This design comes from an exercise in tuning for a short achievable clock period, few clock cycles per item and low power on the open sky130 flow, not from production work.
Where RTL was checked, it was by simulation tests only, not by an equivalence proof against the original.
Power is estimated from default activity; no workload was simulated.

==> juniper: inputs <==
Design fragment_reassembly_tracker_core, start of the top module:
module fragment_reassembly_tracker_core #(
  parameter int unsigned MAX_FRAGS = frt_pkg::FRT_MAX_FRAGS
) (
  input  logic                            clk_i,
  input  logic                            rst_ni,
  input  logic                            cfg_we_i,
  input  logic [frt_pkg::CFG_IDX_W-1:0]   cfg_index_i,
  input  logic [frt_pkg::BYTES_W-1:0]     cfg_data_i,
  input  logic                            in_valid_i,
  output logic                            in_ready_o,
  input  logic [frt_pkg::FUNC_W-1:0]      func_i,
  input  logic [frt_pkg::KIND_W-1:0]      packet_kind_i,
  input  logic [frt_pkg::MSG_W-1:0]       message_number_i,
  input  logic [frt_pkg::FRAG_W-1:0]      fragment_number_i,
  input  logic [frt_pkg::CNT_W-1:0]       total_fragments_i,
  input  logic [frt_pkg::BYTES_W-1:0]     fragment_bytes_i,
  input  logic [frt_pkg::BYTES_W-1:0]     header_bytes_i,
  input  logic [frt_pkg::BYTES_W-1:0]     max_data_bytes_i,
  input  logic                            request_pending_i,
  output logic                            out_valid_o,
  input  logic                            out_ready_i,
  output logic [frt_pkg::ACTION_W-1:0]    action_o,
  output logic [frt_pkg::OFFSET_W-1:0]    page_offset_o,
  output logic [frt_pkg::BYTES_W-1:0]     copy_bytes_o,
  output logic [frt_pkg::BYTES_W-1:0]     resend_fragment_bytes_o,
  output logic                            message_complete_o
);
Settings: LEC_CHECK=0, CAP_MARGIN=20, CORE_MARGIN=2, CORE_UTILIZATION=40, PLACE_DENSITY=0.6, SETUP_SLACK_MARGIN=3.0, SLEW_MARGIN=20; clock period 7.5 ns.
run.sh (not shown) runs the stock make flow with config.mk's settings and CLKGATE_MAP_FILE= SYNTH_SCRIPT=/design/flow/synth_recipe.tcl, a recipe that flattens the netlist after the stock synthesis.
==> cedar: changes against juniper <==
--- a/flow/design.v
+++ b/flow/design.v
@@ -69,20 +69,19 @@
   logic [MW-1:0]        cur_msg_q;
   logic                 active_q;
   logic [MAX_FRAGS-1:0] map_q;
   logic [CW-1:0]        count_q;
   logic [BW-1:0]        first_q;
   logic                 div_done_q;
   logic [StepW-1:0]     step_q;
-  logic [BW-1:0]        rem_q;
   logic                 out_valid_q;
   logic [2:0]           out_action_q;
   logic [OW:0]          out_offs_a_q, out_offs_b_q;
   logic [BW-1:0]        out_copy_q;
-  logic                 out_rs_full_q, out_rs_sum_q;
+  logic                 out_rs_full_q;
   logic                 out_complete_q;
   logic                 is_start, is_nack, is_data, pend;
   logic                 frag_zero, frag_in, last_frag, more_frags, maxd_zero, need_div;
   logic [IdxW-1:0]      frag_idx;
   logic [FW:0]          frag_p1;
   logic [DivW-1:0]      dvd, hdr_sum;
   assign is_start   = (func_i == frt_pkg::FUNC_START);
@@ -98,89 +97,113 @@
   assign maxd_zero  = (max_data_bytes_i == '0);
   assign need_div   = is_nack && pend && !frag_zero && last_frag && !maxd_zero;
   assign dvd        = {1'b0, mh_q} + {1'b0, page_q};
   assign hdr_sum    = {1'b0, ph_q} + {1'b0, mh_q};
   logic                 in_accept;
   assign in_ready_o = (!need_div || div_done_q) && (!out_valid_q || out_ready_i);
   assign in_accept  = in_valid_i && in_ready_o;
+  logic                 div_step, dbit_q, cfg_we_q;
+  logic [StepW-1:0]     step_d;
   logic [DivW-1:0]      div_sh;
-  logic [DivW:0]        div_tr;
+  logic [DivW:0]        div_tr, dvd_ext;
   logic [BW-1:0]        rem_next;
-  assign div_sh   = {rem_q, dvd[DivW-1-step_q]};
+  assign div_step = in_valid_i && need_div && !div_done_q && !cfg_we_q && !out_valid_q;
+  assign dvd_ext  = {dvd, 1'b0};
+  assign div_sh   = {out_copy_q, dbit_q};
   assign div_tr   = {1'b0, div_sh} - {2'b0, max_data_bytes_i};
   assign rem_next = div_tr[DivW] ? div_sh[BW-1:0] : div_tr[BW-1:0];
+  logic [StepW-1:0]     dvd_lz;
+  always_comb begin
+    dvd_lz = StepW'(DivW - 1);
+    for (int i = 0; i < DivW; i++) begin
+      if (dvd[i]) begin
+        dvd_lz = StepW'(DivW - 1 - i);
+      end
+    end
+  end
+  always_comb begin
+    step_d = step_q;
+    if (in_accept || cfg_we_q) begin
+      step_d = dvd_lz;
+    end else if (div_step) begin
+      step_d = step_q + StepW'(1);
+    end
+  end
   always_ff @(posedge clk_i or negedge rst_ni) begin
     if (!rst_ni) begin
       div_done_q <= 1'b0;
-      step_q     <= '0;
-      rem_q      <= '0;
-    end else if (in_accept) begin
-      div_done_q <= 1'b0;
-      step_q     <= '0;
-      rem_q      <= '0;
-    end else if (in_valid_i && need_div && !div_done_q) begin
-      rem_q  <= rem_next;
-      step_q <= step_q + StepW'(1);
-      if (step_q == StepW'(DivW - 1)) begin
-        div_done_q <= 1'b1;
+      step_q     <= StepW'(4);
+      dbit_q     <= 1'b0;
+      cfg_we_q   <= 1'b0;
+    end else begin
+      step_q   <= step_d;
+      dbit_q   <= dvd_ext[DivW-step_d];
+      cfg_we_q <= cfg_we_i;
+      if (in_accept) begin
+        div_done_q <= 1'b0;
+      end else if (div_step) begin
+        if (step_q == StepW'(DivW - 1)) begin
+          div_done_q <= 1'b1;
+        end
       end
     end
   end
   logic [MW-1:0]        next_msg;
   logic                 msg_only, opens, new_open, seen, msg_match;
-  logic [BW-1:0]        data_len, len_op, zero_len;
+  logic [BW-1:0]        data_len, zero_len;
+  logic [BW+1:0]        zl_diff;
   logic [CW-1:0]        count_inc;
   logic [OW:0]          offs_a, offs_b;
   assign next_msg   = cur_msg_q + MW'(1);
   assign opens      = !active_q || (next_msg == message_number_i);
   assign new_open   = opens && frag_zero && pend;
   assign seen       = !new_open && map_q[frag_idx];
   assign msg_match  = new_open || (active_q && (cur_msg_q == message_number_i));
   assign msg_only   = frag_zero && ({1'b0, fragment_bytes_i} == hdr_sum);
   assign data_len   = sub_sat(fragment_bytes_i, header_bytes_i);
-  assign len_op     = is_nack ? max_data_bytes_i : data_len;
-  assign zero_len   = sub_sat(len_op, mh_q);
+  assign zl_diff    = {2'b0, is_nack ? max_data_bytes_i : fragment_bytes_i}
+                    + {2'b11, is_nack ? '1 : ~header_bytes_i}
+                    + {2'b11, ~mh_q} + (BW + 2)'(2);
+  assign zero_len   = zl_diff[BW+1] ? '0 : zl_diff[BW-1:0];
   assign count_inc  = (new_open ? '0 : count_q) + CW'(1);
   frt_offs u_offs (
     .nack_i  (is_nack),
     .frag_i  (fragment_number_i),
     .maxd_i  (max_data_bytes_i),
     .first_i (first_q),
     .mh_i    (mh_q),
     .sum_a_o (offs_a),
     .sum_b_o (offs_b)
   );
   logic [2:0]           r_action;
   logic                 r_offs_on;
   logic [BW-1:0]        r_copy;
-  logic                 r_rs_full, r_rs_sum;
+  logic                 r_rs_full;
   logic                 r_complete, r_accept;
   always_comb begin
     r_action   = frt_pkg::ACT_IGNORED;
     r_offs_on  = 1'b0;
     r_copy     = '0;
     r_rs_full  = 1'b0;
-    r_rs_sum   = 1'b0;
     r_complete = 1'b0;
     r_accept   = 1'b0;
     if (is_start) begin
       r_action = frt_pkg::ACT_CLEARED;
     end else if (is_nack) begin
       if (pend) begin
         r_action  = frt_pkg::ACT_RESEND;
         r_offs_on = !frag_zero;
         if (frag_zero) begin
           r_copy = zero_len;
         end else if (last_frag) begin
-          r_copy = maxd_zero ? (dvd[DivW-1] ? '1 : dvd[BW-1:0]) : rem_q;
+          r_copy = maxd_zero ? (dvd[DivW-1] ? '1 : dvd[BW-1:0]) : out_copy_q;
         end else begin
           r_copy = max_data_bytes_i;
         end
         r_rs_full = more_frags;
-        r_rs_sum  = !more_frags;
       end else begin
         r_action = frt_pkg::ACT_NACK_UNANSWERED;
       end
     end else if (!is_data) begin
       r_action = frt_pkg::ACT_OTHER;
     end else if (opens && !new_open) begin
       r_action = frt_pkg::ACT_IGNORED;
@@ -252,28 +275,37 @@
     end
   end
   always_ff @(posedge clk_i) begin
     if (in_accept) begin
       out_action_q   <= r_action;
       out_offs_a_q   <= offs_a & {(OW + 1){r_offs_on}};
       out_offs_b_q   <= offs_b & {(OW + 1){r_offs_on}};
-      out_copy_q     <= r_copy;
       out_rs_full_q  <= r_rs_full;
-      out_rs_sum_q   <= r_rs_sum;
       out_complete_q <= r_complete;
     end
   end
+  always_ff @(posedge clk_i or negedge rst_ni) begin
+    if (!rst_ni) begin
+      out_copy_q <= '0;
+    end else if (in_accept) begin
+      out_copy_q <= r_copy;
+    end else if (out_valid_q && out_ready_i) begin
+      out_copy_q <= '0;
+    end else if (div_step) begin
+      out_copy_q <= rem_next;
+    end
+  end
   logic [OW:0]          offs_sum;
   logic [DivW:0]        rs_sum;
   assign offs_sum = out_offs_a_q + out_offs_b_q;
   assign rs_sum = {2'b0, ph_q} + {2'b0, out_copy_q};
   always_comb begin
     if (out_rs_full_q) begin
       resend_fragment_bytes_o = full_q;
-    end else if (out_rs_sum_q) begin
+    end else if (out_action_q == frt_pkg::ACT_RESEND) begin
       resend_fragment_bytes_o = (rs_sum[DivW:BW] != '0) ? '1 : rs_sum[BW-1:0];
     end else begin
       resend_fragment_bytes_o = '0;
     end
   end
   assign out_valid_o        = out_valid_q;
   assign action_o           = out_action_q;
--- a/flow/config.mk
+++ b/flow/config.mk
@@ -4,10 +4,14 @@
 export VERILOG_FILES = /design/flow/design.v
 export SDC_FILE = /design/flow/constraint.sdc
 export NUM_CORES = 4
 export LEC_CHECK = 0
 export CAP_MARGIN = 20
 export CORE_MARGIN = 2
 export CORE_UTILIZATION = 40
+export CTS_BUF_LIST = sky130_fd_sc_hd__clkbuf_16
+export CTS_CLUSTER_DIAMETER = 80
+export CTS_CLUSTER_SIZE = 25
 export PLACE_DENSITY = 0.6
 export SETUP_SLACK_MARGIN = 3.0
 export SLEW_MARGIN = 20
+export TNS_END_PERCENT = 0
==> zinc: changes against juniper <==
--- a/flow/design.v
+++ b/flow/design.v
@@ -69,20 +69,19 @@
   logic [MW-1:0]        cur_msg_q;
   logic                 active_q;
   logic [MAX_FRAGS-1:0] map_q;
   logic [CW-1:0]        count_q;
   logic [BW-1:0]        first_q;
   logic                 div_done_q;
   logic [StepW-1:0]     step_q;
-  logic [BW-1:0]        rem_q;
   logic                 out_valid_q;
   logic [2:0]           out_action_q;
   logic [OW:0]          out_offs_a_q, out_offs_b_q;
   logic [BW-1:0]        out_copy_q;
-  logic                 out_rs_full_q, out_rs_sum_q;
+  logic                 out_rs_full_q;
   logic                 out_complete_q;
   logic                 is_start, is_nack, is_data, pend;
   logic                 frag_zero, frag_in, last_frag, more_frags, maxd_zero, need_div;
   logic [IdxW-1:0]      frag_idx;
   logic [FW:0]          frag_p1;
   logic [DivW-1:0]      dvd, hdr_sum;
   assign is_start   = (func_i == frt_pkg::FUNC_START);
@@ -98,89 +97,104 @@
   assign maxd_zero  = (max_data_bytes_i == '0);
   assign need_div   = is_nack && pend && !frag_zero && last_frag && !maxd_zero;
   assign dvd        = {1'b0, mh_q} + {1'b0, page_q};
   assign hdr_sum    = {1'b0, ph_q} + {1'b0, mh_q};
   logic                 in_accept;
   assign in_ready_o = (!need_div || div_done_q) && (!out_valid_q || out_ready_i);
   assign in_accept  = in_valid_i && in_ready_o;
+  logic                 div_step, dbit_q, cfg_we_q;
+  logic [StepW-1:0]     step_d;
   logic [DivW-1:0]      div_sh;
-  logic [DivW:0]        div_tr;
+  logic [DivW:0]        div_tr, dvd_ext;
   logic [BW-1:0]        rem_next;
-  assign div_sh   = {rem_q, dvd[DivW-1-step_q]};
+  assign div_step = in_valid_i && need_div && !div_done_q && !cfg_we_q && !out_valid_q;
+  assign dvd_ext  = {dvd, 1'b0};
+  assign div_sh   = {out_copy_q, dbit_q};
   assign div_tr   = {1'b0, div_sh} - {2'b0, max_data_bytes_i};
   assign rem_next = div_tr[DivW] ? div_sh[BW-1:0] : div_tr[BW-1:0];
+  always_comb begin
+    step_d = step_q;
+    if (in_accept) begin
+      step_d = '0;
+    end else if (div_step) begin
+      step_d = step_q + StepW'(1);
+    end
+  end
   always_ff @(posedge clk_i or negedge rst_ni) begin
     if (!rst_ni) begin
       div_done_q <= 1'b0;
       step_q     <= '0;
-      rem_q      <= '0;
-    end else if (in_accept) begin
-      div_done_q <= 1'b0;
-      step_q     <= '0;
-      rem_q      <= '0;
-    end else if (in_valid_i && need_div && !div_done_q) begin
-      rem_q  <= rem_next;
-      step_q <= step_q + StepW'(1);
-      if (step_q == StepW'(DivW - 1)) begin
-        div_done_q <= 1'b1;
+      dbit_q     <= 1'b0;
+      cfg_we_q   <= 1'b0;
+    end else begin
+      step_q   <= step_d;
+      dbit_q   <= dvd_ext[DivW-step_d];
+      cfg_we_q <= cfg_we_i;
+      if (in_accept) begin
+        div_done_q <= 1'b0;
+      end else if (div_step) begin
+        if (step_q == StepW'(DivW - 1)) begin
+          div_done_q <= 1'b1;
+        end
       end
     end
   end
   logic [MW-1:0]        next_msg;
   logic                 msg_only, opens, new_open, seen, msg_match;
-  logic [BW-1:0]        data_len, len_op, zero_len;
+  logic [BW-1:0]        data_len, zero_len;
+  logic [BW+1:0]        zl_diff;
   logic [CW-1:0]        count_inc;
   logic [OW:0]          offs_a, offs_b;
   assign next_msg   = cur_msg_q + MW'(1);
   assign opens      = !active_q || (next_msg == message_number_i);
   assign new_open   = opens && frag_zero && pend;
   assign seen       = !new_open && map_q[frag_idx];
   assign msg_match  = new_open || (active_q && (cur_msg_q == message_number_i));
   assign msg_only   = frag_zero && ({1'b0, fragment_bytes_i} == hdr_sum);
   assign data_len   = sub_sat(fragment_bytes_i, header_bytes_i);
-  assign len_op     = is_nack ? max_data_bytes_i : data_len;
-  assign zero_len   = sub_sat(len_op, mh_q);
+  assign zl_diff    = {2'b0, is_nack ? max_data_bytes_i : fragment_bytes_i}
+                    + {2'b11, is_nack ? '1 : ~header_bytes_i}
+                    + {2'b11, ~mh_q} + (BW + 2)'(2);
+  assign zero_len   = zl_diff[BW+1] ? '0 : zl_diff[BW-1:0];
   assign count_inc  = (new_open ? '0 : count_q) + CW'(1);
   frt_offs u_offs (
     .nack_i  (is_nack),
     .frag_i  (fragment_number_i),
     .maxd_i  (max_data_bytes_i),
     .first_i (first_q),
     .mh_i    (mh_q),
     .sum_a_o (offs_a),
     .sum_b_o (offs_b)
   );
   logic [2:0]           r_action;
   logic                 r_offs_on;
   logic [BW-1:0]        r_copy;
-  logic                 r_rs_full, r_rs_sum;
+  logic                 r_rs_full;
   logic                 r_complete, r_accept;
   always_comb begin
     r_action   = frt_pkg::ACT_IGNORED;
     r_offs_on  = 1'b0;
     r_copy     = '0;
     r_rs_full  = 1'b0;
-    r_rs_sum   = 1'b0;
     r_complete = 1'b0;
     r_accept   = 1'b0;
     if (is_start) begin
       r_action = frt_pkg::ACT_CLEARED;
     end else if (is_nack) begin
       if (pend) begin
         r_action  = frt_pkg::ACT_RESEND;
         r_offs_on = !frag_zero;
         if (frag_zero) begin
           r_copy = zero_len;
         end else if (last_frag) begin
-          r_copy = maxd_zero ? (dvd[DivW-1] ? '1 : dvd[BW-1:0]) : rem_q;
+          r_copy = maxd_zero ? (dvd[DivW-1] ? '1 : dvd[BW-1:0]) : out_copy_q;
         end else begin
           r_copy = max_data_bytes_i;
         end
         r_rs_full = more_frags;
-        r_rs_sum  = !more_frags;
       end else begin
         r_action = frt_pkg::ACT_NACK_UNANSWERED;
       end
     end else if (!is_data) begin
       r_action = frt_pkg::ACT_OTHER;
     end else if (opens && !new_open) begin
       r_action = frt_pkg::ACT_IGNORED;
@@ -252,28 +266,37 @@
     end
   end
   always_ff @(posedge clk_i) begin
     if (in_accept) begin
       out_action_q   <= r_action;
       out_offs_a_q   <= offs_a & {(OW + 1){r_offs_on}};
       out_offs_b_q   <= offs_b & {(OW + 1){r_offs_on}};
-      out_copy_q     <= r_copy;
       out_rs_full_q  <= r_rs_full;
-      out_rs_sum_q   <= r_rs_sum;
       out_complete_q <= r_complete;
     end
   end
+  always_ff @(posedge clk_i or negedge rst_ni) begin
+    if (!rst_ni) begin
+      out_copy_q <= '0;
+    end else if (in_accept) begin
+      out_copy_q <= r_copy;
+    end else if (out_valid_q && out_ready_i) begin
+      out_copy_q <= '0;
+    end else if (div_step) begin
+      out_copy_q <= rem_next;
+    end
+  end
   logic [OW:0]          offs_sum;
   logic [DivW:0]        rs_sum;
   assign offs_sum = out_offs_a_q + out_offs_b_q;
   assign rs_sum = {2'b0, ph_q} + {2'b0, out_copy_q};
   always_comb begin
     if (out_rs_full_q) begin
       resend_fragment_bytes_o = full_q;
-    end else if (out_rs_sum_q) begin
+    end else if (out_action_q == frt_pkg::ACT_RESEND) begin
       resend_fragment_bytes_o = (rs_sum[DivW:BW] != '0) ? '1 : rs_sum[BW-1:0];
     end else begin
       resend_fragment_bytes_o = '0;
     end
   end
   assign out_valid_o        = out_valid_q;
   assign action_o           = out_action_q;
--- a/flow/config.mk
+++ b/flow/config.mk
@@ -4,10 +4,12 @@
 export VERILOG_FILES = /design/flow/design.v
 export SDC_FILE = /design/flow/constraint.sdc
 export NUM_CORES = 4
 export LEC_CHECK = 0
 export CAP_MARGIN = 20
 export CORE_MARGIN = 2
 export CORE_UTILIZATION = 40
+export CTS_BUF_LIST = sky130_fd_sc_hd__clkbuf_8
+export CTS_CLUSTER_DIAMETER = 60
+export CTS_CLUSTER_SIZE = 20
 export PLACE_DENSITY = 0.6
-export SETUP_SLACK_MARGIN = 3.0
 export SLEW_MARGIN = 20
==> comparison <==
- The lowest design area belongs to zinc, the highest to juniper.
- Via count, highest first: juniper, zinc, cedar.
- The highest worst setup slack belongs to juniper, the lowest to zinc.
- Sequential cell count: zinc is lower than juniper (15).
- Power: juniper > cedar > zinc.
- Area after synthesis: juniper > zinc > cedar.
- Combinational power, highest first: juniper, cedar, zinc.
- Sequential power: juniper > zinc > cedar.
- Final cell count, highest first: juniper, cedar, zinc.
- Between juniper and zinc, the lower first-iteration DRC count is in zinc (gap about 40%, measured against zinc).
- Non-clock buffer count, highest first: juniper, cedar, zinc.
==> figures <==
Critical path arrival: zinc 5.01 ns; cedar 5.85 ns; juniper 5.68 ns
Router iterations before antenna repair: zinc 8; cedar 6; juniper 5
Clock root buffer: zinc sky130_fd_sc_hd__clkbuf_8; cedar sky130_fd_sc_hd__clkbuf_16; juniper sky130_fd_sc_hd__clkbuf_16
Post-route worst hold slack: zinc 0.4896 ns; cedar 0.4894 ns; juniper 0.4694 ns
Overall fraction of global-route tracks in use: zinc 26.65%; cedar 24.04%; juniper 28.13%
Antenna violations before repair: zinc 1; cedar 6; juniper 1
Portion of synthesized cell area occupied by the leading cell type: zinc 19.91%; cedar 20.11%; juniper 19.67%
Leakage component of the power: zinc 11.27 nW; cedar 11.53 nW; juniper 13.32 nW
Element type at the critical path start: zinc input port; cedar input port; juniper flip-flop
Die X: zinc 242.5 microns; cedar 240.6 microns; juniper 242.6 microns
FF+latch count, synth: zinc 246; cedar 246; juniper 261
Minimum clock period after layout: zinc 6.506 ns; cedar 5.399 ns; juniper 5.202 ns
Wire length on met3: zinc 4378 microns; cedar 4669 microns; juniper 7568 microns
Worst-skew pair later-pin latency: zinc 0.68 ns; cedar 0.58 ns; juniper 0.56 ns
Library cell contributing the largest single delay on the critical path: zinc sky130_fd_sc_hd__clkdlybuf4s50_1; cedar sky130_fd_sc_hd__or4_1; juniper sky130_fd_sc_hd__dfstp_2
Post-synthesis average cell area: zinc 9.303 sq um; cedar 9.202 sq um; juniper 8.979 sq um
Sw power: zinc 2.193 mW; cedar 2.219 mW; juniper 2.488 mW
Overall power of the completed layout: zinc 5.157 mW; cedar 5.354 mW; juniper 6.433 mW
Count of filler cells inserted in the layout: zinc 5423; cedar 5256; juniper 5083
Worst stage delay on the critical path: zinc 0.67 ns; cedar 0.54 ns; juniper 0.63 ns
Cells after synthesis: zinc 2446; cedar 2434; juniper 2536
Result of the run: zinc no timing/DRC/antenna violations; cedar no timing/DRC/antenna violations; juniper no timing/DRC/antenna violations
Area of combinational cells with multiple inputs: zinc 0.01507 sq mm; cedar 0.01507 sq mm; juniper 0.01697 sq mm
Testbench counts of cedar, summed over its fixed seeds: cycles 3,573, items 3,355.
Function not checked in juniper and zinc: the RTL went through the layout flow alone.

## re-timing with driven ports
The results above use ideal ports. As a check the final layouts listed here were re-extracted and re-timed, cells and wires unchanged. Step 1 assumes that a clkbuf_16 drives the clock port and a buf_2 every other input. Step 2 also shifts input and output timing later by t, the mid clock arrival at the registers, as if the neighbouring blocks saw the same clock. Three values: ideal, step 1, step 2; two values: the first two.
run	t (ns)	setup WS [ns]	cell pins on the clock port's net
juniper	0.607	2.298 / 2.243 / 1.754	1
cedar	0.613	2.101 / 2.112 / 1.521	1
zinc	0.716	0.994 / 0.972 / 0.548	1
After both steps every run listed still meets setup and hold. For cedar, which loses most, drivers alone change the setup slack by +0.011 ns; drivers and shift together by -0.580 ns.
